This design comes from an exercise in tuning for small area, a short achievable clock period and few clock cycles per item on the open sky130 flow, not from production work.
RTL that was checked went through simulation tests only; none was proved equivalent to the original.
Only the layout flow was run in run 2; the RTL was not checked for function there.
Power is estimated from default activity; no workload was simulated.

`design.v`:
```
`timescale 1ns/10ps
package l2_coh_pkg;
    localparam int NUM_CORES  = 4;
    localparam int CORE_ID_W  = 2;
    localparam int NUM_WAYS   = 4;
    localparam int WAY_W      = 2;
    localparam int NUM_SETS   = 16;
    localparam int SET_W      = 4;
    localparam int LINE_OFS_W = 6;    
    localparam int ADDR_W     = 32;
    localparam int TAG_W      = ADDR_W - SET_W - LINE_OFS_W;
    localparam int SOURCE_W   = 6;    
    localparam int ENTRY_W    = 1 + TAG_W + NUM_CORES + 1 + CORE_ID_W;
    localparam logic [2:0] A_ACQUIRE_BLOCK = 3'd6;
    localparam logic [2:0] A_ACQUIRE_PERM  = 3'd7;
    localparam logic [2:0] B_PROBE_BLOCK   = 3'd6;
    localparam logic [2:0] B_PROBE_PERM    = 3'd7;
    localparam logic [2:0] C_PROBE_ACK     = 3'd4;
    localparam logic [2:0] D_GRANT         = 3'd4;
    localparam logic [2:0] D_GRANT_DATA    = 3'd5;
    localparam logic [2:0] GROW_NTOB = 3'd0;
    localparam logic [2:0] GROW_NTOT = 3'd1;
    localparam logic [2:0] GROW_BTOT = 3'd2;
    localparam logic [2:0] CAP_TO_T = 3'd0;
    localparam logic [2:0] CAP_TO_B = 3'd1;
    localparam logic [2:0] CAP_TO_N = 3'd2;
    typedef struct packed {
        logic [2:0]          opcode;
        logic [2:0]          param;
        logic [SOURCE_W-1:0] source;
        logic [ADDR_W-1:0]   address;
    } acq_req_t;
    typedef struct packed {
        logic                 valid;
        logic [TAG_W-1:0]     tag;
        logic [NUM_CORES-1:0] sharers;
        logic                 owner_valid;
        logic [CORE_ID_W-1:0] owner_id;
    } dir_entry_t;
    typedef struct packed {
        logic [2:0]           opcode;
        logic [2:0]           param;
        logic [ADDR_W-1:0]    address;
        logic [CORE_ID_W-1:0] dest;    
    } probe_t;
    typedef struct packed {
        logic [2:0]          opcode;
        logic [2:0]          param;
        logic [SOURCE_W-1:0] source;
    } grant_t;
endpackage
`timescale 1ns/10ps
module l2_dir_store (
    input  logic         clk_i,
    input  logic         rst_ni,
    input  logic [3:0]   rd_set_i,
    output logic [87:0]  rd_tag_o,     
    output logic [15:0]  rd_sh_o,      
    output logic [3:0]   rd_own_o,
    input  logic         wr_pend_i,    
    input  logic         we_i,
    input  logic [3:0]   wr_set_i,
    input  logic [1:0]   wr_way_i,
    input  logic [21:0]  wr_tag_i,
    input  logic [3:0]   wr_sh_i,
    input  logic         wr_own_i
);
    logic [21:0] tag_q [64];
    logic [3:0]  sh_q  [64];
    logic        own_q [64];
    for (genvar e = 0; e < 64; e++) begin : g_ent
        always_ff @(posedge clk_i or negedge rst_ni) begin
            if (!rst_ni) begin
                sh_q[e] <= '0;
            end else if (we_i && wr_set_i == 4'(e / 4) && wr_way_i == 2'(e % 4)) begin
                sh_q[e] <= wr_sh_i;
            end
        end
        always_ff @(posedge clk_i) begin
            if (we_i && wr_set_i == 4'(e / 4) && wr_way_i == 2'(e % 4)) begin
                tag_q[e] <= wr_tag_i;
                own_q[e] <= wr_own_i;
            end
        end
    end
    logic byp_set;
    assign byp_set = wr_pend_i && (wr_set_i == rd_set_i);
    for (genvar w = 0; w < 4; w++) begin : g_rd
        logic byp;
        assign byp = byp_set && (wr_way_i == 2'(w));
        assign rd_tag_o[w*22 +: 22] = byp ? wr_tag_i : tag_q[{rd_set_i, 2'(w)}];
        assign rd_sh_o[w*4 +: 4]    = byp ? wr_sh_i  : sh_q[{rd_set_i, 2'(w)}];
        assign rd_own_o[w]          = byp ? wr_own_i : own_q[{rd_set_i, 2'(w)}];
    end
endmodule
`timescale 1ns/10ps
module l2_dir_lookup (
    input  logic [87:0] tag_i,
    input  logic [15:0] sh_i,
    input  logic [3:0]  own_i,
    input  logic [1:0]  rr_i,         
    input  logic [21:0] req_tag_i,
    input  logic [1:0]  req_core_i,
    input  logic        ntob_i,       
    input  logic        perm_i,       
    output logic [1:0]  way_o,
    output logic        evict_o,
    output logic [3:0]  targets_o,
    output logic [21:0] ptag_o,       
    output logic        popc_perm_o,  
    output logic        ppar_tob_o,   
    output logic [3:0]  wsh_o,        
    output logic        wown_o
);
    logic [3:0] valid, match;
    logic       hit;
    logic [1:0] hit_way, free_way;
    logic [3:0] sh_hit, sh_sel, req_oh;
    logic       own_hit;
    for (genvar w = 0; w < 4; w++) begin : g_w
        assign valid[w] = |sh_i[w*4 +: 4];
        assign match[w] = valid[w] && (tag_i[w*22 +: 22] == req_tag_i);
    end
    assign hit      = |match;
    assign hit_way  = match[0] ? 2'd0 : match[1] ? 2'd1 : match[2] ? 2'd2 : 2'd3;
    assign free_way = !valid[0] ? 2'd0 : !valid[1] ? 2'd1 : !valid[2] ? 2'd2 : 2'd3;
    assign evict_o  = !hit && (&valid);
    assign way_o    = hit ? hit_way : (&valid) ? rr_i : free_way;
    always_comb begin
        sh_hit  = '0;
        own_hit = 1'b0;
        for (int w = 0; w < 4; w++) begin
            if (match[w]) begin
                sh_hit  = sh_hit | sh_i[w*4 +: 4];
                own_hit = own_hit | own_i[w];
            end
        end
    end
    assign req_oh = 4'b0001 << req_core_i;
    assign sh_sel = evict_o ? sh_i[rr_i*4 +: 4] : 4'b0000;
    assign targets_o   = hit ? (((ntob_i && !own_hit) ? 4'b0000 : sh_hit) & ~req_oh) : sh_sel;
    assign ptag_o      = hit ? req_tag_i : tag_i[rr_i*22 +: 22];
    assign popc_perm_o = hit && perm_i;
    assign ppar_tob_o  = hit && ntob_i;
    assign wsh_o       = ntob_i ? ((hit ? sh_hit : 4'b0000) | req_oh) : req_oh;
    assign wown_o      = !ntob_i;
endmodule
`timescale 1ns/10ps
`timescale 1ns/10ps
`timescale 1ns/10ps
module l2_coh_top #(
    parameter bit COMB_D = 1'b1    
) (
    input  logic                             clk_i,
    input  logic                             rst_ni,
    input  logic [43:0]                      a_req_i,
    input  logic                             a_valid_i,
    output logic                             a_ready_o,
    output logic [39:0]                      b_probe_o,
    output logic                             b_valid_o,
    input  logic                             b_ready_i,
    input  logic [2:0]                       c_opcode_i,
    input  logic [5:0]                       c_source_i,
    input  logic                             c_valid_i,
    output logic                             c_ready_o,
    output logic [11:0]                      d_grant_o,
    output logic                             d_valid_o,
    input  logic                             d_ready_i,
    input  logic                             e_valid_i
);
    localparam logic [1:0] IDLE   = 2'd0;
    localparam logic [1:0] PROBE  = 2'd1;
    localparam logic [1:0] GRANT  = 2'd2;
    localparam logic [1:0] WAIT_E = 2'd3;
    logic [1:0]  st_q;
    logic        row_ok_q;
    logic        rq_blk_q, rq_perm_q, rq_ntob_q;
    logic [5:0]  rq_src_q;
    logic [21:0] rq_tag_q;
    logic [3:0]  rq_set_q;
    logic [87:0] row_tag_q, rd_tag;
    logic [15:0] row_sh_q, rd_sh;
    logic [3:0]  row_own_q, rd_own;
    logic        lk_q;
    logic [3:0]  cur_set_q;
    logic [1:0]  cur_way_q;
    logic        cur_evict_q;
    logic [3:0]  send_q, pend_q;
    logic [21:0] cur_ptag_q;
    logic        cur_popc_q, cur_ppar_q;
    logic [21:0] cur_wtag_q;
    logic [3:0]  cur_wsh_q;
    logic        cur_wown_q;
    logic        cur_blk_q, cur_ntob_q;
    logic [5:0]  cur_src_q;
    logic [1:0]  rr_q, rr_eff;
    logic [1:0]  lk_way;
    logic        lk_evict;
    logic [3:0]  lk_targets;
    logic [21:0] lk_ptag;
    logic        lk_popc, lk_ppar;
    logic [3:0]  lk_wsh;
    logic        lk_wown;
    logic        wr_pend;
    logic        a_fire, b_fire, d_fire;
    logic        load;
    logic [1:0]  dest;
    logic [3:0]  b_oh, ack_oh, send_n, pend_n, send_d, pend_d;
    logic        probes_done;
    logic [3:0]  acc_tgt;
    logic        last_q;      
    logic [1:0]  last_id_q;   
    logic [1:0]  st_n;
    assign wr_pend = (st_q == PROBE) || (st_q == GRANT);
    l2_dir_store i_l2_dir_store (
        .clk_i, .rst_ni,
        .rd_set_i (a_req_i[9:6]),
        .rd_tag_o (rd_tag), .rd_sh_o (rd_sh), .rd_own_o (rd_own),
        .wr_pend_i(wr_pend),
        .we_i     (d_fire),
        .wr_set_i (cur_set_q), .wr_way_i (cur_way_q),
        .wr_tag_i (cur_wtag_q), .wr_sh_i (cur_wsh_q), .wr_own_i (cur_wown_q)
    );
    always_ff @(posedge clk_i) begin
        rq_blk_q  <= a_req_i[43:41] == l2_coh_pkg::A_ACQUIRE_BLOCK;
        rq_perm_q <= a_req_i[43:41] == l2_coh_pkg::A_ACQUIRE_PERM;
        rq_ntob_q <= a_req_i[43:41] == l2_coh_pkg::A_ACQUIRE_BLOCK &&
                     a_req_i[40:38] == l2_coh_pkg::GROW_NTOB;
        rq_src_q  <= a_req_i[37:32];
        rq_tag_q  <= a_req_i[31:10];
        rq_set_q  <= a_req_i[9:6];
        row_tag_q <= rd_tag;
        row_sh_q  <= rd_sh;
        row_own_q <= rd_own;
    end
    assign rr_eff = (wr_pend && cur_evict_q) ? rr_q + 2'd1 : rr_q;
    l2_dir_lookup i_l2_dir_lookup (
        .tag_i (row_tag_q), .sh_i (row_sh_q), .own_i (row_own_q), .rr_i (rr_eff),
        .req_tag_i (rq_tag_q), .req_core_i (rq_src_q[5:4]),
        .ntob_i (rq_ntob_q), .perm_i (rq_perm_q),
        .way_o (lk_way), .evict_o (lk_evict), .targets_o (lk_targets),
        .ptag_o (lk_ptag), .popc_perm_o (lk_popc), .ppar_tob_o (lk_ppar),
        .wsh_o (lk_wsh), .wown_o (lk_wown)
    );
    assign a_ready_o = row_ok_q && ((st_q == IDLE) || (st_q == WAIT_E && e_valid_i));
    assign a_fire    = a_valid_i && a_ready_o;
    assign load = row_ok_q && !lk_q && ((st_q == IDLE) || (st_q == WAIT_E) || d_fire);
    assign dest      = send_q[0] ? 2'd0 : send_q[1] ? 2'd1 : send_q[2] ? 2'd2 : 2'd3;
    assign b_valid_o = (|send_q) && ((st_q == PROBE) || (a_fire && lk_q));
    assign b_probe_o = {cur_popc_q ? l2_coh_pkg::B_PROBE_PERM : l2_coh_pkg::B_PROBE_BLOCK,
                        cur_ppar_q ? l2_coh_pkg::CAP_TO_B : l2_coh_pkg::CAP_TO_N,
                        cur_ptag_q, cur_set_q, 6'd0, dest};
    assign b_fire    = b_valid_o && b_ready_i;
    assign b_oh      = b_fire ? (4'b0001 << dest) : 4'b0000;
    assign c_ready_o = 1'b1;
    assign ack_oh    = (c_valid_i && c_opcode_i == l2_coh_pkg::C_PROBE_ACK) ?
                       (4'b0001 << c_source_i[5:4]) : 4'b0000;
    assign send_n    = send_q & ~b_oh;
    assign pend_n    = pend_q & ~ack_oh;
    assign send_d    = load ? lk_targets : send_n;
    assign pend_d    = load ? lk_targets : pend_n;
    assign probes_done = (send_n == 4'b0000) && (pend_n == 4'b0000);
    assign d_valid_o = (st_q == GRANT) ||
                       (COMB_D && last_q && c_valid_i && c_opcode_i == l2_coh_pkg::C_PROBE_ACK &&
                        c_source_i[5:4] == last_id_q);
    assign d_grant_o = {cur_blk_q ? l2_coh_pkg::D_GRANT_DATA : l2_coh_pkg::D_GRANT,
                        cur_ntob_q ? l2_coh_pkg::CAP_TO_B : l2_coh_pkg::CAP_TO_T,
                        cur_src_q};
    assign d_fire    = d_valid_o && d_ready_i;
    assign acc_tgt = lk_q ? pend_q : lk_targets;
    always_ff @(posedge clk_i or negedge rst_ni) begin
        if (!rst_ni) begin
            st_q     <= IDLE;
            row_ok_q <= 1'b0;
            lk_q     <= 1'b0;
            send_q   <= '0;
            pend_q   <= '0;
            rr_q     <= '0;
            last_q   <= 1'b0;
        end else begin
            row_ok_q <= a_valid_i && !a_fire;
            if (a_fire) begin
                lk_q <= 1'b0;
            end else if (load) begin
                lk_q <= 1'b1;
            end
            send_q <= send_d;
            pend_q <= pend_d;
            if (d_fire && cur_evict_q) begin
                rr_q <= rr_q + 2'd1;
            end
            st_q   <= st_n;
            last_q <= st_n == PROBE && send_d == 4'b0000 && pend_d != 4'b0000 && (pend_d & (pend_d - 4'd1)) == 4'b0000;
        end
    end
    always_comb begin
        st_n = st_q;
        case (st_q)
            IDLE: begin
                if (a_fire) st_n = (acc_tgt != 4'b0000) ? PROBE : GRANT;
            end
            PROBE: begin
                if (d_fire)           st_n = e_valid_i ? IDLE : WAIT_E;
                else if (probes_done) st_n = GRANT;
            end
            GRANT: begin
                if (d_fire) st_n = e_valid_i ? IDLE : WAIT_E;
            end
            default: begin
                if (a_fire)         st_n = (acc_tgt != 4'b0000) ? PROBE : GRANT;
                else if (e_valid_i) st_n = IDLE;
            end
        endcase
    end
    always_ff @(posedge clk_i) begin
        last_id_q <= pend_d[0] ? 2'd0 : pend_d[1] ? 2'd1 : pend_d[2] ? 2'd2 : 2'd3;
    end
    always_ff @(posedge clk_i) begin
        if (load) begin
            cur_set_q   <= rq_set_q;
            cur_way_q   <= lk_way;
            cur_evict_q <= lk_evict;
            cur_ptag_q  <= lk_ptag;
            cur_popc_q  <= lk_popc;
            cur_ppar_q  <= lk_ppar;
            cur_wtag_q  <= rq_tag_q;
            cur_wsh_q   <= lk_wsh;
            cur_wown_q  <= lk_wown;
            cur_blk_q   <= rq_blk_q;
            cur_ntob_q  <= rq_ntob_q;
            cur_src_q   <= rq_src_q;
        end
    end
endmodule
```
`run.sh`:
```
#!/bin/bash
# synth_recipe.tcl (not shown) runs the flow's synth.tcl, then flattens the netlist and writes it again
# the make line also repeats each setting of config.mk as NAME=value (left out here)
make -C /OpenROAD-flow-scripts/flow DESIGN_CONFIG=/design/flow/config.mk WORK_HOME=/design/flow/orfs CLKGATE_MAP_FILE= SYNTH_SCRIPT=/design/flow/synth_recipe.tcl finish
```
`config.mk`:
```
export PLATFORM = sky130hd
export DESIGN_NAME = l2_coh_top
export DESIGN_NICKNAME = l2_coh_top
export VERILOG_FILES = /design/flow/design.v
export SDC_FILE = /design/flow/constraint.sdc
export NUM_CORES = 4
export LEC_CHECK = 0
export CAP_MARGIN = 20
export CORE_MARGIN = 2
export CORE_UTILIZATION = 40
export PLACE_DENSITY = 0.6
export SETUP_SLACK_MARGIN = 3.3
export SLEW_MARGIN = 20
```
`constraint.sdc`:
```
create_clock -name core_clock -period 7.0 [get_ports {clk_i}]
set_input_delay 1.4000 -clock core_clock [delete_from_list [all_inputs] [get_ports {clk_i}]]
set_output_delay 1.4000 -clock core_clock [all_outputs]
set_load 0.01 [all_outputs]
```
==> impl_metrics.json, run 1 <==
{
  "outcome": "finished clean",
  "routed_via_density": 6.16,
  "path_clk_slew_ns": 0.06,
  "grt_overflow": 0,
  "ir_drop_mv": 0.207,
  "ys.flop_type": "edfxtp_1",
  "area_delta_synth_final_pct": 16.1,
  "criticalPathCategory": "primary input to output port",
  "clk_latency_ns": 0.86,
  "gp_congestion": 0.929,
  "slew_headroom_pct": 24.0,
  "hold_viol": 0,
  "syn-instance-count": 4379,
  "hold_class": "register to register",
  "seq_area_um2": 55900,
  "ys_warn_count": 6,
  "crit_path_cell_trace": "dlygate4sd2_1, a21oi_2, nor2_1, o22a_1, clkbuf_2",
  "r2r-start": "st_q[0]",
  "nFillCells": 15500,
  "async_reset_ff_share_pct": 13.9,
  "path_buf_inv": 2,
  "seq_area_frac_synth_pct": 76.2,
  "cts_htree_levels": 4,
  "fin_crit_ns": 3.73,
  "hpwlAfterDp_mm": 125,
  "cts_max_path_buffers": 3,
  "placed_area_um2": 77900,
  "vias": 44100,
  "worst-r2r-setup-slack_ns": 3.54,
  "worst_setup_path_start_kind": "primary input",
  "grt_max_degree": 174,
  "wl_per_cell_um": 32.9,
  "clock-root-buffer": "clkbuf_16",
  "routed_wl_mm": 236,
  "cts_buffers": 191,
  "multi_input_area_um2": 16700,
  "endpoint_kind": "output port",
  "hold_end": "cur_set_q[0]",
  "r2r_end": "i_l2_dir_store.tag_q[1][3]",
  "ant_nets": 0,
  "final.period_utilization_pct": 53.2,
  "crit_required_ns": 5.60,
  "cts.sinks": 1954,
  "synth_area_um2": 73300,
  "powerDensity_nw_per_um2": 311,
  "antenna_found_initial": 4,
  "grt_usage_pct": 24.7,
  "crit_family": "compound AO/OA/AOI/OAI gates",
  "ys_ff_latch": 1954,
  "layout.cells.non_filler": 7162,
  "drcViolationCount": 0,
  "syn_avg_cell_area_um2": 16.7,
  "power.leakage_nw": 29.5,
  "io-pin-count": 116,
  "nets": 4680,
  "finalSetupViolCount": 0,
  "dr.first_iter.drc_count": 5856,
  "grt_pass1_vias": 42100,
  "crit_fanout": 3,
  "max_cap_violations": 0,
  "io_buffers": 91,
  "fin_area_um2": 85100,
  "max_freq_ghz": 0.268,
  "dr.pass1.iters": 6,
  "drv_slew": 0,
  "die_y_um": 432,
  "tightest_slew_ns": 1.14,
  "synth_cell_type_count": 69,
  "drive_gt1_share_pct": 19.2,
  "worstPathArrival_ns": 2.33,
  "start_util_pct": 40.2,
  "rsz0062_at_grt": "true",
  "synth_edf_count": 1538,
  "dp.cells": 6721,
  "hold_depth": 0,
  "final_cell_mix": "1,538 x edfxtp_1, 508 x a22oi_1, 271 x dfrtp_1",
  "slowest_stage": "dlygate4sd2_1",
  "reg2reg_depth": 9,
  "hold_start": "rq_set_q[0]",
  "final_common_cell": "edfxtp_1",
  "row_count": 157,
  "grt_pass1_wl_mm": 327,
  "skew_ns": 0.0296,
  "core_area_um2": 182000,
  "max_stage_delay_ns": 0.28,
  "cts_tree": "built",
  "tns_ns": 0,
  "dieArea_um2": 187000,
  "die_w_um": 432
}
[worst register-to-register path: cells and delay by family (launching register included)]
kind	cells	cell delay (ns)
adder cells (fa/ha/maj)	1	0.24
buffers and inverters	3	0.75
AND/OR/NAND/NOR	4	1.63
AO/OA/AOI/OAI	1	0.06
flip-flops	1	0.46
[layer usage]
metal	part of all wire [%]	GRT usage (%)
met1	41	34.3
met2	47	39.8
met3	9.1	4.38
met4	3.1	7.52
met5	0	0
[cells in the mapped netlist (13+ instances only)]
cell,number,share of area (%)
buf_2,21,0.14
dfrtp_1,271,9.3
xor2_1,91,1.1
buf_1,38,0.19
o22ai_1,30,0.26
nand2_1,160,0.82
a22o_1,166,2.0
buf_4,18,0.18
mux4_2,24,0.74
nor4_1,34,0.29
o21ai_0,33,0.23
mux2_2,258,4.0
inv_1,50,0.26
nand3_1,115,0.79
edfxtp_1,1538,63
a221oi_1,167,2.0
a21oi_1,38,0.26
nor3_1,24,0.16
clkbuf_1,219,1.1
a22oi_1,508,5.2
o22a_1,81,0.97
and3_1,13,0.11
nor2_1,73,0.37
dfxtp_1,145,4.0
nand4_1,138,1.2
[kinds of logic after synthesis]
| logic type | synth area share, % |
|---|---|
| muxes | 4.72 |
| and+or+nand+nor | 4.34 |
| other | 0.0102 |
| DFF | 76.2 |
| xor gates and xnor gates | 1.17 |
| AOI/OAI and AO/OA | 11.5 |
| buffers and inverters | 1.98 |
| adders and majority gates | 0.0854 |
[power breakdown]
part	switching, W	internal (W)	total, W	leakage [nW]
logic	0.00174	0.000955	0.00269	7.72
clock network	0.00442	0.00568	0.0101	2.98
registers	0.000468	0.0132	0.0137	18.8
total	0.00663	0.0199	0.0265	29.5
[repair_timing]
item                        CTS  global route
setup endpoints to repair  1149           448
hold buffers                  0             0
cloned                        3             1
setup buffers                48            33
pin swaps                    16            11
gates resized for setup      58            61
[metrics by stage]
step | util (%) | hold slack (ns) | worst slack, ns | total power, W
2_1_floorplan | - | 0.386 | 2.78 | 0.0152
3_3_place_gp | 42.7 | 0.386 | 1.94 | 0.0165
3_5_place_dp | 42.7 | 0.394 | 1.91 | 0.0165
4_1_cts | 46.4 | 0.408 | 2.96 | 0.0265
5_1_grt | 46.6 | 0.410 | 3.22 | 0.0272
6_report | 46.6 | 0.406 | 3.27 | 0.0265
[state kept, by name (all words and copies together), names as in the netlist, 16 cells and up]
signal	cells
cur_wtag_q	22
row_sh_q	16
cur_ptag_q	22
i_l2_dir_store.own_q	64
i_l2_dir_store.sh_q	256
row_tag_q	88
i_l2_dir_store.tag_q	1408
rq_tag_q	22
[area by class of cell]
cell class	count	share of cell area (%)
clock buffers	279	6.21
clock inverters	75	0.978
flip-flops and latches	1954	65.7
well taps	2385	3.51
multi-input cells	2088	19.6
diodes	1	0.00294
inverters	50	0.234
repair buffers	330	3.79
[worst max-delay path by stage]
stage / start / end / slack [ns] / cells past startpoint
after global routing: st_q[0] / b_valid_o / 3.22 / 6
after floorplan: c_opcode_i[1] / last_q / 2.78 / 13
after CTS: a_valid_i / b_valid_o / 2.96 / 5
after global placement: c_source_i[4] / i_l2_dir_store.tag_q[8][18] / 1.94 / 9
after detailed placement: c_opcode_i[2] / i_l2_dir_store.tag_q[45][9] / 1.91 / 10
final: e_valid_i / b_valid_o / 3.27 / 5
Testbench counts, summed over its fixed seeds: cycles 23,845, items 8,000.
==> run 2: changes to the inputs <==
--- a/design.v
+++ b/design.v
@@ -206,10 +206,7 @@
     logic        load;
     logic [1:0]  dest;
-    logic [3:0]  b_oh, ack_oh, send_n, pend_n, send_d, pend_d;
+    logic [3:0]  b_oh, ack_oh, send_n, pend_n;
     logic        probes_done;
     logic [3:0]  acc_tgt;
-    logic        last_q;      
-    logic [1:0]  last_id_q;   
-    logic [1:0]  st_n;
     assign wr_pend = (st_q == PROBE) || (st_q == GRANT);
     l2_dir_store i_l2_dir_store (
@@ -258,10 +255,7 @@
     assign send_n    = send_q & ~b_oh;
     assign pend_n    = pend_q & ~ack_oh;
-    assign send_d    = load ? lk_targets : send_n;
-    assign pend_d    = load ? lk_targets : pend_n;
     assign probes_done = (send_n == 4'b0000) && (pend_n == 4'b0000);
     assign d_valid_o = (st_q == GRANT) ||
-                       (COMB_D && last_q && c_valid_i && c_opcode_i == l2_coh_pkg::C_PROBE_ACK &&
-                        c_source_i[5:4] == last_id_q);
+                       (COMB_D && st_q == PROBE && send_q == 4'b0000 && pend_n == 4'b0000);
     assign d_grant_o = {cur_blk_q ? l2_coh_pkg::D_GRANT_DATA : l2_coh_pkg::D_GRANT,
                         cur_ntob_q ? l2_coh_pkg::CAP_TO_B : l2_coh_pkg::CAP_TO_T,
@@ -277,5 +271,4 @@
             pend_q   <= '0;
             rr_q     <= '0;
-            last_q   <= 1'b0;
         end else begin
             row_ok_q <= a_valid_i && !a_fire;
@@ -285,35 +278,32 @@
                 lk_q <= 1'b1;
             end
-            send_q <= send_d;
-            pend_q <= pend_d;
+            if (load) begin
+                send_q <= lk_targets;
+                pend_q <= lk_targets;
+            end else begin
+                send_q <= send_n;
+                pend_q <= pend_n;
+            end
             if (d_fire && cur_evict_q) begin
                 rr_q <= rr_q + 2'd1;
             end
-            st_q   <= st_n;
-            last_q <= st_n == PROBE && send_d == 4'b0000 && pend_d != 4'b0000 && (pend_d & (pend_d - 4'd1)) == 4'b0000;
+            case (st_q)
+                IDLE: begin
+                    if (a_fire) st_q <= (acc_tgt != 4'b0000) ? PROBE : GRANT;
+                end
+                PROBE: begin
+                    if (d_fire)           st_q <= e_valid_i ? IDLE : WAIT_E;
+                    else if (probes_done) st_q <= GRANT;
+                end
+                GRANT: begin
+                    if (d_fire) st_q <= e_valid_i ? IDLE : WAIT_E;
+                end
+                default: begin
+                    if (a_fire)         st_q <= (acc_tgt != 4'b0000) ? PROBE : GRANT;
+                    else if (e_valid_i) st_q <= IDLE;
+                end
+            endcase
         end
     end
-    always_comb begin
-        st_n = st_q;
-        case (st_q)
-            IDLE: begin
-                if (a_fire) st_n = (acc_tgt != 4'b0000) ? PROBE : GRANT;
-            end
-            PROBE: begin
-                if (d_fire)           st_n = e_valid_i ? IDLE : WAIT_E;
-                else if (probes_done) st_n = GRANT;
-            end
-            GRANT: begin
-                if (d_fire) st_n = e_valid_i ? IDLE : WAIT_E;
-            end
-            default: begin
-                if (a_fire)         st_n = (acc_tgt != 4'b0000) ? PROBE : GRANT;
-                else if (e_valid_i) st_n = IDLE;
-            end
-        endcase
-    end
-    always_ff @(posedge clk_i) begin
-        last_id_q <= pend_d[0] ? 2'd0 : pend_d[1] ? 2'd1 : pend_d[2] ? 2'd2 : 2'd3;
-    end
     always_ff @(posedge clk_i) begin
         if (load) begin
--- a/config.mk
+++ b/config.mk
@@ -10,4 +10,3 @@
 export CORE_UTILIZATION = 40
 export PLACE_DENSITY = 0.6
-export SETUP_SLACK_MARGIN = 3.3
 export SLEW_MARGIN = 20
==> run 2 against run 1 <==
  * Clock-buffer cell count shrank 7
  * Total power rose by 2.0%
  * Critical path depth increased by 3
  * Hold slack lost 0.0034 ns
  * Sequential cell count down 3
  * Combinational power grew 15%
  * Final cell count decreased by 0.63%
  * Non-clock buffer count decreased by 81
  * Synthesized cell count decreased by 0.69%
  * First-iteration DRC count rose by 1.0%
  * Clock skew about the same
  * Critical endpoint is now d_valid_o
==> impl_metrics.json, run 2 <==
{
  "outcome": "finished clean",
  "io-pin-count": 116,
  "criticalPathCategory": "primary input to output port",
  "tns_ns": 0,
  "clock-root-buffer": "clkbuf_16",
  "finalSetupViolCount": 0,
  "wl_per_cell_um": 32.3,
  "start_util_pct": 40.2,
  "dr.pass1.iters": 5,
  "cts_htree_levels": 4,
  "endpoint_kind": "output port",
  "die_w_um": 433,
  "crit_fanout": 4,
  "cts_tree": "built",
  "syn-instance-count": 4349,
  "core_area_um2": 183000,
  "hpwlAfterDp_mm": 124,
  "rsz0062_at_grt": "false",
  "path_buf_inv": 2,
  "final.period_utilization_pct": 72.1,
  "grt_overflow": 0,
  "use_met3_pct": 4.28,
  "cts.sinks": 1951,
  "ys_warn_count": 6,
  "seq_area_frac_synth_pct": 75.9,
  "finish.utilization_pct": 46.0,
  "worstPathArrival_ns": 3.65,
  "nFillCells": 15600,
  "crit_required_ns": 5.60,
  "cts_resized": 0,
  "dieArea_um2": 187000,
  "path_clk_slew_ns": 0.06,
  "gp_congestion": 0.928,
  "grt_most_used_layer": "met2",
  "slowest_stage": "clkdlybuf4s50_1",
  "synth_cell_type_count": 85,
  "largestRegisters": "i_l2_dir_store.tag_q: 1408 flops, i_l2_dir_store.sh_q: 256 flops, row_tag_q: 88 flops",
  "synth_edf_count": 1538,
  "clk_latency_ns": 0.85,
  "die_y_um": 433,
  "max_stage_delay_ns": 0.53,
  "io_buffers": 91,
  "p_clk_share_pct": 36.8,
  "crit_path_cell_trace": "clkdlybuf4s50_1, nand4bb_1, o31ai_1, nor2b_1, o21a_1, and3_1, or2_2, clkdlybuf4s50_1",
  "drive_gt1_share_pct": 17.2,
  "nets": 4558,
  "cpMostUsedCell": "clkdlybuf4s50_1",
  "ys.flop_type": "edfxtp_1",
  "grt.met2_usage_pct": 39.0,
  "final_common_cell": "edfxtp_1",
  "grt_pass1_wl_mm": 323,
  "synth_largest_area_cell": "edfxtp_1",
  "skew_ns": 0.0299,
  "slew_headroom_pct": 28.1,
  "postCtsHoldBufs": 0,
  "worst_setup_path_start_kind": "primary input",
  "vias": 43600,
  "regMostFlops": "i_l2_dir_store.tag_q",
  "ys_ff_latch": 1951,
  "synth_area_leaders": "edfxtp_1 63%, dfrtp_1 9.2%, a22oi_1 5.1%, mux2_2 4.2%, dfxtp_1 3.9%",
  "ir_drop_mv": 0.300,
  "final_cell_mix": "1,538 x edfxtp_1, 501 x a22oi_1, 271 x mux2_2",
  "hold_viol": 0,
  "antenna_found_initial": 12,
  "ant_nets": 0,
  "routed_wl_mm": 230,
  "largest_reg_flops": 1408,
  "power.leakage_nw": 28.6,
  "max_cap_violations": 0,
  "grt_max_degree": 131,
  "tightest_slew_ns": 1.08,
  "row_count": 157,
  "drv_slew": 0,
  "cp_num_cells": 8,
  "grt_usage_pct": 24.3,
  "ys_top_cells_by_count": "1,538 x edfxtp_1, 501 x a22oi_1, 271 x mux2_2, 270 x dfrtp_1, 216 x clkbuf_1",
  "area_delta_synth_final_pct": 14.4,
  "hold_depth": 0,
  "cts_buffers": 186,
  "powerDensity_nw_per_um2": 321,
  "dr.first_iter.drc_count": 5916,
  "yosysTopAreaCellShare_pct": 62.8,
  "p_int_w": 0.0202,
  "pwr-share-comb_pct": 11.5,
  "p_sw_w": 0.00683,
  "routed_via_density": 6.13,
  "syn_avg_cell_area_um2": 16.9,
  "sw_frac_of_total_pct": 25.3,
  "reg2reg_depth": 8,
  "synth_area_um2": 73500,
  "async_reset_ff_share_pct": 13.8,
  "fin_crit_ns": 5.05,
  "globalRouteMet1Util_pct": 33.6,
  "hold_class": "register to register",
  "whs_ns": 0.402,
  "p_seq_share_pct": 51.7,
  "max_freq_ghz": 0.198,
  "cts_setup_buffers": 0,
  "yosysMostFrequentCell": "edfxtp_1",
  "drcViolationCount": 0,
  "cts_max_path_buffers": 3,
  "grt_pass1_vias": 42500,
  "crit_family": "buffers and inverters"
}
[run 2: area by class of cell]
class	instances	area (um2)	share of cell area, %
Antenna cell	2	5.00	0.00595
Clock inverter	74	709	0.844
Timing Repair Buffer	249	2420	2.88
Multi-Input combinational cell	2053	16600	19.7
Sequential cell	1951	55800	66.4
Tap cell	2464	3080	3.67
Clock buffer	272	5300	6.30
Inverter	52	196	0.234
[run 2: path summary, 6_finish.rpt]
check,endpoint,slack [ns],startpoint
worst min-delay path,cur_set_q[2],0.40,rq_set_q[2]
max in group asynchronous,i_l2_dir_store.sh_q[9][3],5.27,rst_ni
worst min register to register,cur_set_q[2],0.40,rq_set_q[2]
worst max-delay path,d_valid_o,1.95,c_opcode_i[0]
worst max register to register,row_tag_q[86],3.21,st_q[0]
min in group asynchronous,row_ok_q,0.47,rst_ni
[run 2: cell families (layout without fill, tap and decap cells)]
family | Yosys count | in the layout | synth area share (%)
compound gates | 1067 | 1067 | 11.3
xor+xnor | 96 | 96 | 1.14
fa+ha+maj | 6 | 6 | 0.0988
buf+inv | 357 | 647 | 2.00
flops | 1951 | 1951 | 75.9
mux | 305 | 305 | 5.04
other cells | 2 | 16 | 0.0102
simple gates | 565 | 565 | 4.42
[run 2: power groups by stage]
stage | Clock (W) | Sequential (W) | Combinational [W]
6_report | 0.00994 | 0.0140 | 0.00310
2_1_floorplan | 0 | 0.0141 | 0.00175
3_5_place_dp | 0 | 0.0142 | 0.00304
3_3_place_gp | 0 | 0.0142 | 0.00299
5_1_grt | 0.0105 | 0.0140 | 0.00327
4_1_cts | 0.0100 | 0.0139 | 0.00306
[run 2: through the flow]
stage | instance area [um2] | setup slack [ns] | power (W) | instances
after CTS | 84100 | 1.95 | 0.0270 | 7115
after global placement | 78000 | 1.56 | 0.0172 | 6767
after global routing | 84100 | 1.76 | 0.0278 | 7115
after detailed placement | 78100 | 1.58 | 0.0172 | 6769
final | 84100 | 1.95 | 0.0270 | 7117
after floorplan | 73500 | 2.31 | 0.0158 | 4361
[run 2: layer usage]
metal | part of all wire [%] | up-vias
met5 | 0.012 | -
met3 | 8.6 | 416
met4 | 3.3 | 4
met2 | 47 | 2180
met1 | 41 | 23000
li1 | - | 18000
==> run 3: changes to the inputs <==
--- a/design.v
+++ b/design.v
@@ -206,7 +206,14 @@
     logic        load;
     logic [1:0]  dest;
-    logic [3:0]  b_oh, ack_oh, send_n, pend_n;
+    logic [3:0]  b_oh, ack_oh, send_n, pend_n, send_d, pend_d;
     logic        probes_done;
     logic [3:0]  acc_tgt;
+    logic [1:0]  st_n;
+    logic        row_ok_d, lk_d;
+    logic        ar_idle_q, ar_wait_q;    
+    logic        bl_idle_q, bl_wait_q;    
+    logic        bp_q;                    
+    logic        gr_q;                    
+    logic [3:0]  lastv_q;                 
     assign wr_pend = (st_q == PROBE) || (st_q == GRANT);
     l2_dir_store i_l2_dir_store (
@@ -240,9 +247,9 @@
         .wsh_o (lk_wsh), .wown_o (lk_wown)
     );
-    assign a_ready_o = row_ok_q && ((st_q == IDLE) || (st_q == WAIT_E && e_valid_i));
+    assign a_ready_o = ar_idle_q || (ar_wait_q && e_valid_i);
     assign a_fire    = a_valid_i && a_ready_o;
     assign load = row_ok_q && !lk_q && ((st_q == IDLE) || (st_q == WAIT_E) || d_fire);
     assign dest      = send_q[0] ? 2'd0 : send_q[1] ? 2'd1 : send_q[2] ? 2'd2 : 2'd3;
-    assign b_valid_o = (|send_q) && ((st_q == PROBE) || (a_fire && lk_q));
+    assign b_valid_o = bp_q || (a_valid_i && (bl_idle_q || (bl_wait_q && e_valid_i)));
     assign b_probe_o = {cur_popc_q ? l2_coh_pkg::B_PROBE_PERM : l2_coh_pkg::B_PROBE_BLOCK,
                         cur_ppar_q ? l2_coh_pkg::CAP_TO_B : l2_coh_pkg::CAP_TO_N,
@@ -255,7 +262,10 @@
     assign send_n    = send_q & ~b_oh;
     assign pend_n    = pend_q & ~ack_oh;
+    assign send_d    = load ? lk_targets : send_n;
+    assign pend_d    = load ? lk_targets : pend_n;
     assign probes_done = (send_n == 4'b0000) && (pend_n == 4'b0000);
-    assign d_valid_o = (st_q == GRANT) ||
-                       (COMB_D && st_q == PROBE && send_q == 4'b0000 && pend_n == 4'b0000);
+    assign d_valid_o = gr_q ||
+                       (COMB_D && c_valid_i && c_opcode_i == l2_coh_pkg::C_PROBE_ACK &&
+                        lastv_q[c_source_i[5:4]]);
     assign d_grant_o = {cur_blk_q ? l2_coh_pkg::D_GRANT_DATA : l2_coh_pkg::D_GRANT,
                         cur_ntob_q ? l2_coh_pkg::CAP_TO_B : l2_coh_pkg::CAP_TO_T,
@@ -271,39 +281,52 @@
             pend_q   <= '0;
             rr_q     <= '0;
+            ar_idle_q <= 1'b0;
+            ar_wait_q <= 1'b0;
+            bl_idle_q <= 1'b0;
+            bl_wait_q <= 1'b0;
+            bp_q     <= 1'b0;
+            gr_q     <= 1'b0;
+            lastv_q  <= '0;
         end else begin
-            row_ok_q <= a_valid_i && !a_fire;
-            if (a_fire) begin
-                lk_q <= 1'b0;
-            end else if (load) begin
-                lk_q <= 1'b1;
-            end
-            if (load) begin
-                send_q <= lk_targets;
-                pend_q <= lk_targets;
-            end else begin
-                send_q <= send_n;
-                pend_q <= pend_n;
+            row_ok_q <= row_ok_d;
+            lk_q     <= lk_d;
+            ar_idle_q <= row_ok_d && st_n == IDLE;
+            ar_wait_q <= row_ok_d && st_n == WAIT_E;
+            bl_idle_q <= row_ok_d && st_n == IDLE && lk_d && send_d != 4'b0000;
+            bl_wait_q <= row_ok_d && st_n == WAIT_E && lk_d && send_d != 4'b0000;
+            bp_q     <= st_n == PROBE && send_d != 4'b0000;
+            gr_q     <= st_n == GRANT;
+            for (int k = 0; k < 4; k++) begin
+                lastv_q[k] <= st_n == PROBE && send_d == 4'b0000 && pend_d == (4'b0001 << k);
             end
+            send_q <= send_d;
+            pend_q <= pend_d;
             if (d_fire && cur_evict_q) begin
                 rr_q <= rr_q + 2'd1;
             end
-            case (st_q)
-                IDLE: begin
-                    if (a_fire) st_q <= (acc_tgt != 4'b0000) ? PROBE : GRANT;
-                end
-                PROBE: begin
-                    if (d_fire)           st_q <= e_valid_i ? IDLE : WAIT_E;
-                    else if (probes_done) st_q <= GRANT;
-                end
-                GRANT: begin
-                    if (d_fire) st_q <= e_valid_i ? IDLE : WAIT_E;
-                end
-                default: begin
-                    if (a_fire)         st_q <= (acc_tgt != 4'b0000) ? PROBE : GRANT;
-                    else if (e_valid_i) st_q <= IDLE;
-                end
-            endcase
+            st_q   <= st_n;
         end
     end
+    always_comb begin
+        st_n = st_q;
+        case (st_q)
+            IDLE: begin
+                if (a_fire) st_n = (acc_tgt != 4'b0000) ? PROBE : GRANT;
+            end
+            PROBE: begin
+                if (d_fire)           st_n = e_valid_i ? IDLE : WAIT_E;
+                else if (probes_done) st_n = GRANT;
+            end
+            GRANT: begin
+                if (d_fire) st_n = e_valid_i ? IDLE : WAIT_E;
+            end
+            default: begin
+                if (a_fire)         st_n = (acc_tgt != 4'b0000) ? PROBE : GRANT;
+                else if (e_valid_i) st_n = IDLE;
+            end
+        endcase
+    end
+    assign row_ok_d = a_valid_i && !a_fire;
+    assign lk_d     = !a_fire && (lk_q || load);
     always_ff @(posedge clk_i) begin
         if (load) begin
--- a/config.mk
+++ b/config.mk
@@ -10,3 +10,4 @@
 export CORE_UTILIZATION = 40
 export PLACE_DENSITY = 0.6
+export SETUP_SLACK_MARGIN = 3.7
 export SLEW_MARGIN = 20
==> run 3 against run 2 <==
  * Still clean on timing, DRC and antenna
  * Global-route usage grew 1.8 points
  * Sequential share of layout area shrank 3.2 points
  * First-iteration DRC count grew 12%
  * Final cell count grew 3.5%
  * Highest routed layer unchanged
==> impl_metrics.json, run 3 <==
{
  "outcome": "finished clean",
  "largest_reg_flops": 1408,
  "dr.pass1.iters": 6,
  "final_cell_mix": "1,538 x edfxtp_1, 513 x a22oi_1, 296 x buf_4",
  "synth_cell_type_count": 75,
  "routed_via_density": 6.30,
  "crit_fanout": 3,
  "power.total_w": 0.0269,
  "path_buf_inv": 2,
  "grt_max_degree": 146,
  "max_freq_ghz": 0.271,
  "layout_setup_ws_ns": 3.31,
  "finalSetupViolCount": 0,
  "area_delta_synth_final_pct": 21.1,
  "start_util_pct": 40.1,
  "async_reset_ff_share_pct": 14.3,
  "nFillCells": 15100,
  "seq_area_frac_synth_pct": 76.4,
  "io-pin-count": 116,
  "core_area_um2": 183000,
  "cts.sinks": 1961,
  "clock-root-buffer": "clkbuf_16",
  "dieArea_um2": 187000,
  "clk_latency_ns": 0.85,
  "ys_warn_count": 6,
  "endpoint_kind": "output port",
  "vias": 46400,
  "largestRegisters": "i_l2_dir_store.tag_q: 1408 flops, i_l2_dir_store.sh_q: 256 flops, row_tag_q: 88 flops",
  "whs_ns": 0.403,
  "tightest_slew_ns": 1.13,
  "dr.first_iter.drc_count": 6636,
  "syn_avg_cell_area_um2": 16.9,
  "layout.cells.non_filler": 7363,
  "hold_class": "register to register",
  "slowest_stage": "mux4_2",
  "postCtsHoldBufs": 0,
  "ant_nets": 0,
  "die_w_um": 432,
  "tns_ns": 0,
  "io_buffers": 91,
  "drv_slew": 0,
  "synth_largest_area_cell": "edfxtp_1",
  "power.leakage_nw": 30.5,
  "rsz0062_at_grt": "true",
  "ys.flop_type": "edfxtp_1",
  "ys_top_cells_by_count": "1,538 x edfxtp_1, 513 x a22oi_1, 280 x dfrtp_1, 254 x mux2_2, 225 x clkbuf_1",
  "grt_overflow": 0,
  "powerDensity_nw_per_um2": 303,
  "slew_headroom_pct": 24.7,
  "crit_required_ns": 5.60,
  "routed_wl_mm": 249,
  "yosysTopAreaCellShare_pct": 63.0,
  "syn-instance-count": 4342,
  "drcViolationCount": 0,
  "grt_usage_pct": 26.2,
  "criticalPathCategory": "primary input to output port",
  "cts_max_path_buffers": 3,
  "fin_crit_ns": 3.69,
  "skew_ns": 0.0323,
  "synth_area_um2": 73300,
  "hpwlAfterDp_mm": 128,
  "cts_htree_levels": 4,
  "cts_buffers": 192,
  "wl_per_cell_um": 33.8,
  "antenna_found_initial": 17,
  "path_clk_slew_ns": 0.06,
  "synth_edf_count": 1538,
  "cts_tree": "built",
  "gp_congestion": 0.901,
  "nets": 4869,
  "dp.cells": 6701,
  "worst_setup_path_start_kind": "primary input",
  "max_cap_violations": 0,
  "row_count": 157,
  "worstPathArrival_ns": 2.29,
  "synth_area_leaders": "edfxtp_1 63%, dfrtp_1 9.6%, a22oi_1 5.3%, dfxtp_1 3.9%, mux2_2 3.9%",
  "grt_pass1_vias": 43900,
  "max_stage_delay_ns": 0.48,
  "die_y_um": 432,
  "crit_family": "multiplexers",
  "crit_path_cell_trace": "buf_12, mux4_2, a21o_1, buf_6",
  "hold_viol": 0,
  "ys_ff_latch": 1961,
  "drive_gt1_share_pct": 24.9,
  "place_ws_ns": 1.56,
  "final.period_utilization_pct": 52.7,
  "ir_drop_mv": 0.205,
  "yosysMostFrequentCell": "edfxtp_1",
  "final_common_cell": "edfxtp_1",
  "regMostFlops": "i_l2_dir_store.tag_q",
  "grt_pass1_wl_mm": 344
}
[run 3: cell count changes in the layout (fill, tap and decap cells not counted), sizes merged, moves of 16 or more]
cell           change
nand2             +32
nor4              -21
buf              +276
nor3              -18
nand3             +17
mux2              -16
inv               -30
clkdlybuf4s50     -20
nor2              +49
xor2              -56
xnor2             +58
[run 3: final timing paths]
kind	start	end	slack (ns)	cells past startpoint
min reg2reg	rq_set_q[0]	cur_set_q[0]	0.40	0
max	c_source_i[4]	d_valid_o	3.31	4
max reg2reg	row_sh_q[15]	lastv_q[0]	3.69	10
min	rq_set_q[0]	cur_set_q[0]	0.40	0
max in group asynchronous	rst_ni	i_l2_dir_store.sh_q[55][0]	5.15	2
min in group asynchronous	rst_ni	i_l2_dir_store.sh_q[8][0]	0.52	1
[run 3: cell type report]
| type | count | area (um2) | area share (%) |
|---|---|---|---|
| sequential | 1961 | 56100 | 63.2 |
| multi-input combinational | 2098 | 17700 | 19.9 |
| timing repair buffer | 520 | 5570 | 6.28 |
| clock buffer | 274 | 5370 | 6.05 |
| tap | 2385 | 2980 | 3.36 |
| clock inverter | 88 | 827 | 0.932 |
| inverter | 22 | 131 | 0.148 |
| timing repair inverter | 10 | 77.6 | 0.0874 |
| antenna | 5 | 12.5 | 0.0141 |
[run 3: metal layers]
layer,global-route usage [%],vias up,routed length [um]
met5,0,-,55
met4,9.99,8,10400
met3,6.62,542,28900
met1,35.6,24200,96100
li1,-,18700,-
met2,40.4,2994,113000
[run 3: logic make-up after synthesis]
| logic type | synth area share, % |
|---|---|
| DFF | 76.4 |
| AOI/OAI and AO/OA | 11.3 |
| and+or+nand+nor | 4.38 |
| buffers and inverters | 1.75 |
| muxes | 4.87 |
| xor gates and xnor gates | 1.17 |
| adders and majority gates | 0.0683 |
| other | 0.0102 |
[run 3: worst reg2reg max path: cells and delay by family, from the launching register on]
family / cells / cell delay, ns
simple gates: 7 / 2.29
flops: 1 / 0.41
compound gates: 2 / 0.39
buf+inv: 1 / 0.15
[run 3: repair_timing]
item / in CTS / in global routing
setup endpoints to repair: 1955 / 688
endpoints found under the hold margin: 0 / 0
buffers inserted: 226 / 34
pin swaps: 74 / 27
gates cloned: 32 / 3
gates resized for setup: 160 / 80
[run 3: report_power, final]
group,switching [W],internal (W),total [W]
sequential,0.000360,0.0133,0.0136
combinational,0.00195,0.00109,0.00304
clock,0.00441,0.00582,0.0102
[run 3: stage by stage]
stage / instance area, um2 / util, %
2_1_floorplan: 74200 / -
3_3_place_gp: 78500 / 43.0
3_5_place_dp: 78500 / 43.0
4_1_cts: 88100 / 48.2
5_1_grt: 88800 / 48.6
6_report: 88800 / 48.6
Testbench counts of run 3, summed over its fixed seeds: cycles 23,845, items 8,000.
==> run 4: changes to the inputs <==
--- a/config.mk
+++ b/config.mk
@@ -10,4 +10,4 @@
 export CORE_UTILIZATION = 40
 export PLACE_DENSITY = 0.6
-export SETUP_SLACK_MARGIN = 3.7
+export SETUP_SLACK_MARGIN = 3.5
 export SLEW_MARGIN = 20
==> run 4 against run 3 <==
  * Critical path type unchanged
  * Sequential cell count did not move
  * Final area shrank 1.7%
  * Maximum frequency decreased by 0.78%
  * First-iteration DRC count fell by 7.1%
  * Synthesized cell count did not move
  * Clock skew rose by 0.0082 ns
  * Final cell count fell by 1.2%
  * Sequential share of layout area grew 1.1 points
  * Core utilization down 0.83 points
  * Wire length is 0.96% lower
  * Synthesized area unchanged
  * Critical path depth did not move
==> impl_metrics.json, run 4 <==
{
  "outcome": "finished clean",
  "largest_reg_flops": 1408,
  "nets": 4783,
  "clk_latency_ns": 0.87,
  "powerDensity_nw_per_um2": 305,
  "worst-r2r-setup-slack_ns": 3.57,
  "clock-root-buffer": "clkbuf_16",
  "wl_met3_mm": 26.7,
  "crit_required_ns": 5.60,
  "dr.pass1.iters": 5,
  "max_freq_ghz": 0.269,
  "cts_htree_levels": 4,
  "multi_input_area_um2": 17300,
  "placed_area_um2": 78500,
  "final_common_cell": "edfxtp_1",
  "cts_buffers": 191,
  "hold_class": "register to register",
  "hold_viol": 0,
  "area_delta_synth_final_pct": 19.0,
  "syn_avg_cell_area_um2": 16.9,
  "syn-instance-count": 4342,
  "wl_met2_mm": 116,
  "crit_fanout": 3,
  "drv_slew": 0,
  "synth_cell_type_count": 75,
  "grt_usage_pct": 26.0,
  "worstPathArrival_ns": 2.32,
  "cts_tree": "built",
  "ys_warn_count": 6,
  "endpoint_kind": "output port",
  "max_cap_violations": 0,
  "path_clk_slew_ns": 0.06,
  "cts.sinks": 1961,
  "routed_wl_mm": 246,
  "start_util_pct": 40.1,
  "ys_ff_latch": 1961,
  "synth_area_leaders": "edfxtp_1 63%, dfrtp_1 9.6%, a22oi_1 5.3%, dfxtp_1 3.9%, mux2_2 3.9%",
  "hold_start": "rq_set_q[0]",
  "yosysTopAreaCellShare_pct": 63.0,
  "ys.flop_type": "edfxtp_1",
  "power.leakage_nw": 29.8,
  "grt_pass1_wl_mm": 342,
  "hold_depth": 0,
  "dr.first_iter.drc_count": 6163,
  "synth_edf_count": 1538,
  "ys_top_cells_by_count": "1,538 x edfxtp_1, 513 x a22oi_1, 280 x dfrtp_1, 254 x mux2_2, 225 x clkbuf_1",
  "ir_drop_mv": 0.274,
  "hold_end": "cur_set_q[0]",
  "skew_ns": 0.0405,
  "die_w_um": 432,
  "regMostFlops": "i_l2_dir_store.tag_q",
  "wl_per_cell_um": 33.9,
  "final.period_utilization_pct": 53.1,
  "core_area_um2": 183000,
  "grt_overflow": 0,
  "worst_setup_path_start_kind": "primary input",
  "met1_length_mm": 94.5,
  "hpwlAfterDp_mm": 128,
  "row_count": 157,
  "routed_via_density": 6.26,
  "io_buffers": 91,
  "async_reset_ff_share_pct": 14.3,
  "io-pin-count": 116,
  "slew_headroom_pct": 21.7,
  "synth_area_um2": 73300,
  "drive_gt1_share_pct": 22.9,
  "ant_nets": 0,
  "gp_congestion": 0.927,
  "reg2reg_depth": 10,
  "fin_crit_ns": 3.72,
  "fin_area_um2": 87300,
  "tightest_slew_ns": 1.17,
  "final_cell_mix": "1,538 x edfxtp_1, 512 x a22oi_1, 280 x dfrtp_1",
  "top_layer": "met5",
  "synth_largest_area_cell": "edfxtp_1",
  "rsz0062_at_grt": "true",
  "dieArea_um2": 187000,
  "drcViolationCount": 0,
  "seq_area_um2": 56100,
  "vias": 45600,
  "seq_area_frac_synth_pct": 76.4,
  "r2r-start": "row_sh_q[12]",
  "criticalPathCategory": "primary input to output port",
  "cts_max_path_buffers": 3,
  "finalSetupViolCount": 0,
  "tns_ns": 0,
  "yosysMostFrequentCell": "edfxtp_1",
  "nFillCells": 15400,
  "largestRegisters": "i_l2_dir_store.tag_q: 1408 flops, i_l2_dir_store.sh_q: 256 flops, row_tag_q: 88 flops",
  "antenna_found_initial": 15,
  "grt_max_degree": 144,
  "die_y_um": 432,
  "postCtsHoldBufs": 0,
  "grt_pass1_vias": 43700,
  "r2r_end": "lastv_q[1]"
}
[run 4: changes by cell type in the layout (fill, tap and decap cells not counted), moves of 6 or more]
cell,previous run,this run
buf_12,103,71
buf_4,296,265
buf_6,30,11
nand2_8,6,0
nor2_4,83,74
o22ai_1,12,27
o22ai_2,14,0
[run 4: cells by family (layout without fill, tap and decap cells)]
kind of cell,after synthesis,after routing,share of synthesized area [%]
flops,1961,1961,76.4
buf+inv,317,834,1.75
mux,290,290,4.87
other cells,2,17,0.0102
compound gates,1064,1064,11.3
xor+xnor,98,99,1.17
simple gates,606,621,4.38
fa+ha+maj,4,4,0.0683
[run 4: final cells by class]
class / instances / share of cell area, %
multi-input cells: 2092 / 19.8
clock inverters: 86 / 0.915
flip-flops and latches: 1961 / 64.3
clock buffers: 275 / 6.07
repair buffers: 445 / 5.31
inverters: 22 / 0.143
diodes: 3 / 0.00860
well taps: 2385 / 3.42
repair inverters: 6 / 0.0488
[run 4: report_power, final]
group	internal, W	total (W)	switching [W]
registers	0.0133	0.0137	0.000405
clock network	0.00561	0.0101	0.00449
logic	0.00101	0.00284	0.00184
[run 4: worst max path at each step]
stage	startpoint	endpoint	slack (ns)	cells after the start
2_1_floorplan	c_opcode_i[0]	bl_wait_q	3.28	13
3_3_place_gp	c_opcode_i[2]	i_l2_dir_store.tag_q[31][2]	1.44	8
3_5_place_dp	c_opcode_i[0]	i_l2_dir_store.tag_q[31][2]	1.44	8
4_1_cts	c_source_i[4]	d_valid_o	3.27	4
5_1_grt	c_source_i[4]	d_valid_o	3.26	4
6_report	c_source_i[4]	d_valid_o	3.28	4
[run 4: per-stage QoR]
stage / hold slack [ns] / total power [W] / instances / setup slack [ns] / util [%]
final: 0.403 / 0.0266 / 7275 / 3.28 / 47.8
after global routing: 0.411 / 0.0273 / 7273 / 3.26 / 47.8
after CTS: 0.403 / 0.0266 / 7227 / 3.27 / 47.4
after detailed placement: 0.389 / 0.0165 / 6697 / 1.44 / 43.0
after global placement: 0.386 / 0.0165 / 6692 / 1.44 / 42.9
after floorplan: 0.386 / 0.0153 / 4354 / 3.28 / -
[run 4: layer usage]
| metal | vias up | global-route usage [%] |
|---|---|---|
| li1 | 18400 | - |
| met1 | 23800 | 34.9 |
| met2 | 2830 | 41.5 |
| met3 | 484 | 5.75 |
| met4 | 8 | 9.64 |
| met5 | - | 0 |
[run 4: repair_timing]
| action | 4_1_cts | 5_1_grt |
|---|---|---|
| endpoints found under the hold margin | 0 | 0 |
| buffers inserted | 147 | 42 |
| endpoints found under the setup margin | 1730 | 333 |
| resized for setup | 90 | 44 |
| cloned | 22 | 2 |
| pin swaps | 61 | 16 |
[run 4: critical path, stage by stage]
cell    delay (ns)
buf_8         0.07
mux4_2        0.48
a21o_1        0.22
buf_6         0.14
==> run 5: changes to the inputs <==
--- a/design.v
+++ b/design.v
@@ -215,5 +215,6 @@
     logic        bp_q;                    
     logic        gr_q;                    
-    logic [3:0]  lastv_q;                 
+    logic        lv_any_q;                
+    logic [1:0]  lv_id_q;                 
     assign wr_pend = (st_q == PROBE) || (st_q == GRANT);
     l2_dir_store i_l2_dir_store (
@@ -266,6 +267,6 @@
     assign probes_done = (send_n == 4'b0000) && (pend_n == 4'b0000);
     assign d_valid_o = gr_q ||
-                       (COMB_D && c_valid_i && c_opcode_i == l2_coh_pkg::C_PROBE_ACK &&
-                        lastv_q[c_source_i[5:4]]);
+                       (COMB_D && lv_any_q && c_valid_i && c_opcode_i == l2_coh_pkg::C_PROBE_ACK &&
+                        c_source_i[5:4] == lv_id_q);
     assign d_grant_o = {cur_blk_q ? l2_coh_pkg::D_GRANT_DATA : l2_coh_pkg::D_GRANT,
                         cur_ntob_q ? l2_coh_pkg::CAP_TO_B : l2_coh_pkg::CAP_TO_T,
@@ -287,5 +288,6 @@
             bp_q     <= 1'b0;
             gr_q     <= 1'b0;
-            lastv_q  <= '0;
+            lv_any_q <= 1'b0;
+            lv_id_q  <= '0;
         end else begin
             row_ok_q <= row_ok_d;
@@ -297,7 +299,7 @@
             bp_q     <= st_n == PROBE && send_d != 4'b0000;
             gr_q     <= st_n == GRANT;
-            for (int k = 0; k < 4; k++) begin
-                lastv_q[k] <= st_n == PROBE && send_d == 4'b0000 && pend_d == (4'b0001 << k);
-            end
+            lv_any_q <= st_n == PROBE && send_d == 4'b0000 &&
+                        (pend_d == 4'b0001 || pend_d == 4'b0010 || pend_d == 4'b0100 || pend_d == 4'b1000);
+            lv_id_q  <= {pend_d[3] | pend_d[2], pend_d[3] | pend_d[1]};
             send_q <= send_d;
             pend_q <= pend_d;
==> run 5 against run 4 <==
  * Still clean on timing, DRC and antenna
  * Hold slack gained 0.0010 ns
  * Maximum frequency is 2.6% higher
  * Clock-buffer cell count is 15 lower
  * Final cell count grew 1.7%
  * Via count about the same
  * Non-clock buffer count increased by 2
  * First-iteration DRC count up 3.1%
  * Sequential share of layout area fell by 0.18 points
  * Register-to-register slack improved by 0.05 ns
  * Clock skew down 0.0098 ns
  * Sequential power hardly changed
  * Critical endpoint unchanged
==> impl_metrics.json, run 5 <==
{
  "synth_area_um2": 73600,
  "largestRegisters": "i_l2_dir_store.tag_q: 1408 flops, i_l2_dir_store.sh_q: 256 flops, row_tag_q: 88 flops",
  "slew_headroom_pct": 20.0,
  "io_buffers": 91,
  "ys_warn_count": 6,
  "row_count": 157,
  "worstPathArrival_ns": 2.22,
  "gp_congestion": 0.936,
  "p_seq_share_pct": 51.2,
  "max_stage_delay_ns": 0.34,
  "dieArea_um2": 187000,
  "drcViolationCount": 0,
  "reg2reg_depth": 9,
  "wl_per_cell_um": 32.8,
  "hold_class": "register to register",
  "dr.first_iter.drc_count": 6353,
  "p_int_w": 0.0200,
  "nets": 4838,
  "power.total_w": 0.0268,
  "ant_nets": 0,
  "io-pin-count": 116,
  "drv_slew": 0,
  "power.leakage_nw": 29.8,
  "path_clk_slew_ns": 0.06,
  "powerDensity_nw_per_um2": 307,
  "grt_pass1_vias": 43200,
  "async_reset_ff_share_pct": 14.2,
  "slowest_stage": "and4bb_4",
  "synth_largest_area_cell": "edfxtp_1",
  "ys.flop_type": "edfxtp_1",
  "rsz0062_at_grt": "true",
  "endpoint_kind": "output port",
  "regMostFlops": "i_l2_dir_store.tag_q",
  "cts_htree_levels": 4,
  "max_cap_violations": 0,
  "start_util_pct": 40.2,
  "area_delta_synth_final_pct": 18.9,
  "die_y_um": 433,
  "hold_viol": 0,
  "cts.sinks": 1960,
  "crit_required_ns": 5.60,
  "yosysMostFrequentCell": "edfxtp_1",
  "finalSetupViolCount": 0,
  "hold_start": "rq_src_q[2]",
  "dr.pass1.iters": 6,
  "routed_wl_mm": 243,
  "cts_max_path_buffers": 3,
  "ys_top_cells_by_count": "1,538 x edfxtp_1, 505 x a22oi_1, 279 x dfrtp_1, 256 x mux2_2, 216 x clkbuf_1",
  "core_area_um2": 183000,
  "worst_setup_path_start_kind": "primary input",
  "outcome": "finished clean",
  "crit_path_cell_trace": "buf_6, and4bb_4, a41oi_4, buf_6, inv_4, buf_6",
  "syn-instance-count": 4380,
  "tns_ns": 0,
  "postCtsHoldBufs": 0,
  "grt_overflow": 0,
  "largest_reg_flops": 1408,
  "vias": 45500,
  "finish.utilization_pct": 47.9,
  "grt_usage_pct": 25.6,
  "worst-r2r-setup-slack_ns": 3.62,
  "synth_edf_count": 1538,
  "final.period_utilization_pct": 51.8,
  "drive_gt1_share_pct": 24.1,
  "antenna_found_initial": 14,
  "cts_tree": "built",
  "fin_crit_ns": 3.62,
  "hpwlAfterDp_mm": 125,
  "cts_buffers": 188,
  "r2r-start": "rq_tag_q[7]",
  "max_freq_ghz": 0.276,
  "ir_drop_mv": 0.281,
  "final_common_cell": "edfxtp_1",
  "ys_ff_latch": 1960,
  "crit_fanout": 2,
  "cpMostUsedCell": "buf_6",
  "die_w_um": 433,
  "tightest_slew_ns": 1.20,
  "grt_pass1_wl_mm": 337,
  "clock-root-buffer": "clkbuf_16",
  "grt_max_degree": 176,
  "hold_depth": 0,
  "synth_area_leaders": "edfxtp_1 63%, dfrtp_1 9.5%, a22oi_1 5.2%, mux2_2 3.9%, dfxtp_1 3.9%",
  "syn_avg_cell_area_um2": 16.8,
  "skew_ns": 0.0307,
  "p_sw_w": 0.00686,
  "r2r_end": "lv_any_q",
  "routed_via_density": 6.15,
  "hold_end": "cur_src_q[2]",
  "final_cell_mix": "1,538 x edfxtp_1, 505 x a22oi_1, 278 x dfrtp_1",
  "criticalPathCategory": "primary input to output port",
  "p_clk_share_pct": 37.0,
  "sw_frac_of_total_pct": 25.6,
  "pwr-share-comb_pct": 11.8,
  "yosysTopAreaCellShare_pct": 62.8,
  "seq_area_frac_synth_pct": 76.1,
  "synth_cell_type_count": 76,
  "clk_latency_ns": 0.85
}
-- run 5: cell count changes after synthesis, sizes merged, moves of 11 or more --
cell   delta
nor3     +15
inv      +41
nand3    -16
nor2     -21
nand2    +37
buf      +11
-- run 5: layout make-up --
class                           count  area, um2
Clock inverter                     90        767
Tap cell                         2464       3080
Multi-Input combinational cell   2078      16900
Fill cell                       15400      95400
Sequential cell                  1960      56100
Antenna cell                        4       10.0
Timing Repair Buffer              447       4760
Timing Repair inverter             36        270
Inverter                           63        378
Clock buffer                      260       5250
-- run 5: how the worst max path moves through the flow --
| stage | start | end | slack [ns] | depth (start not counted) |
|---|---|---|---|---|
| 6_report | c_opcode_i[0] | d_valid_o | 3.38 | 6 |
| 5_1_grt | c_opcode_i[0] | d_valid_o | 3.35 | 6 |
| 4_1_cts | c_source_i[4] | d_valid_o | 3.29 | 6 |
| 3_5_place_dp | c_source_i[4] | i_l2_dir_store.tag_q[57][6] | 1.47 | 8 |
| 3_3_place_gp | c_source_i[4] | i_l2_dir_store.tag_q[57][6] | 1.48 | 8 |
| 2_1_floorplan | c_opcode_i[1] | lv_any_q | 2.65 | 12 |
-- run 5: stage by stage --
stage | area, um2 | hold WS (ns) | cells | setup slack (ns)
after floorplan | 74000 | 0.386 | 4392 | 2.65
after global placement | 78000 | 0.387 | 6769 | 1.48
after detailed placement | 78100 | 0.389 | 6773 | 1.47
after CTS | 87200 | 0.404 | 7380 | 3.29
after global routing | 87500 | 0.413 | 7399 | 3.35
final | 87500 | 0.404 | 7402 | 3.38
-- run 5: kinds of logic (layout without fill, tap and decap cells) --
family	Yosys count	count (layout)	synth area share (%)
other	2	18	0.0102
AOI/OAI and AO/OA	1065	1065	11.4
DFF	1960	1960	76.1
and+or+nand+nor	606	611	4.32
buffers and inverters	360	896	2.11
adders and majority gates	5	5	0.0816
muxes	283	283	4.73
xor gates and xnor gates	99	100	1.22
-- run 5: worst max-delay path: cells and delay by family --
| kind | cells | cell delay (ns) |
|---|---|---|
| AO/OA/AOI/OAI | 1 | 0.12 |
| buffers and inverters | 4 | 0.36 |
| AND/OR/NAND/NOR | 1 | 0.34 |
-- run 5: layer usage --
metal	global-route usage, %	part of all wire (%)	vias up
met5	0.234	0.026	-
met2	40.3	46	2736
met1	35.1	40	23800
met4	9.84	4.0	4
met3	4.83	9.8	496
li1	-	-	18500
-- run 5: what timing repair did --
item	4_1_cts	5_1_grt
endpoints found under the setup margin	1911	455
endpoints found under the hold margin	0	0
gates resized for setup	177	45
setup buffers	214	18
pin swaps	37	7
gates cloned	43	0
-- run 5: power groups by stage --
stage,Clock [W],Combinational (W),Sequential [W]
floorplan,0,0.00149,0.0140
global placement,0,0.00288,0.0140
detailed placement,0,0.00291,0.0140
CTS,0.0100,0.00310,0.0137
global route,0.0105,0.00334,0.0138
finish,0.00994,0.00317,0.0137
Testbench counts of run 5, summed over its fixed seeds: cycles 23,845, items 8,000.

==> port drivers added, routing unchanged <==
In the flow no input, the clock included, has a driving cell. The finished layouts below were timed again as built, in two steps. Step 1: set_driving_cell puts a clkbuf_16 on clk_i and a buf_2 on each other input, an assumption about the parent block. Step 2 adds t to the input delays and takes it off the output delays; t is the mean of the earliest and latest rising clock arrival at the registers after step 1. Input paths then give back, and output paths get back, about the clock's delay inside the block. Three values: no drivers, after step 1, after step 2; two values: the first two.
run	t, ns	slack for setup (ns)	cell pins on the clock port's net
run 1	0.937	3.273 / 3.245 / 2.462	1
run 2	0.928	1.953 / 1.930 / 1.563	1
run 3	0.922	3.313 / 3.240 / 2.725	1
run 4	0.939	3.284 / 3.218 / 2.577	1
run 5	0.922	3.377 / 3.337 / 2.583	1
After both steps setup and hold are still met in every run listed. The setup slack of run 1, which loses most, moves by -0.028 ns with the drivers and by -0.811 ns with both steps.
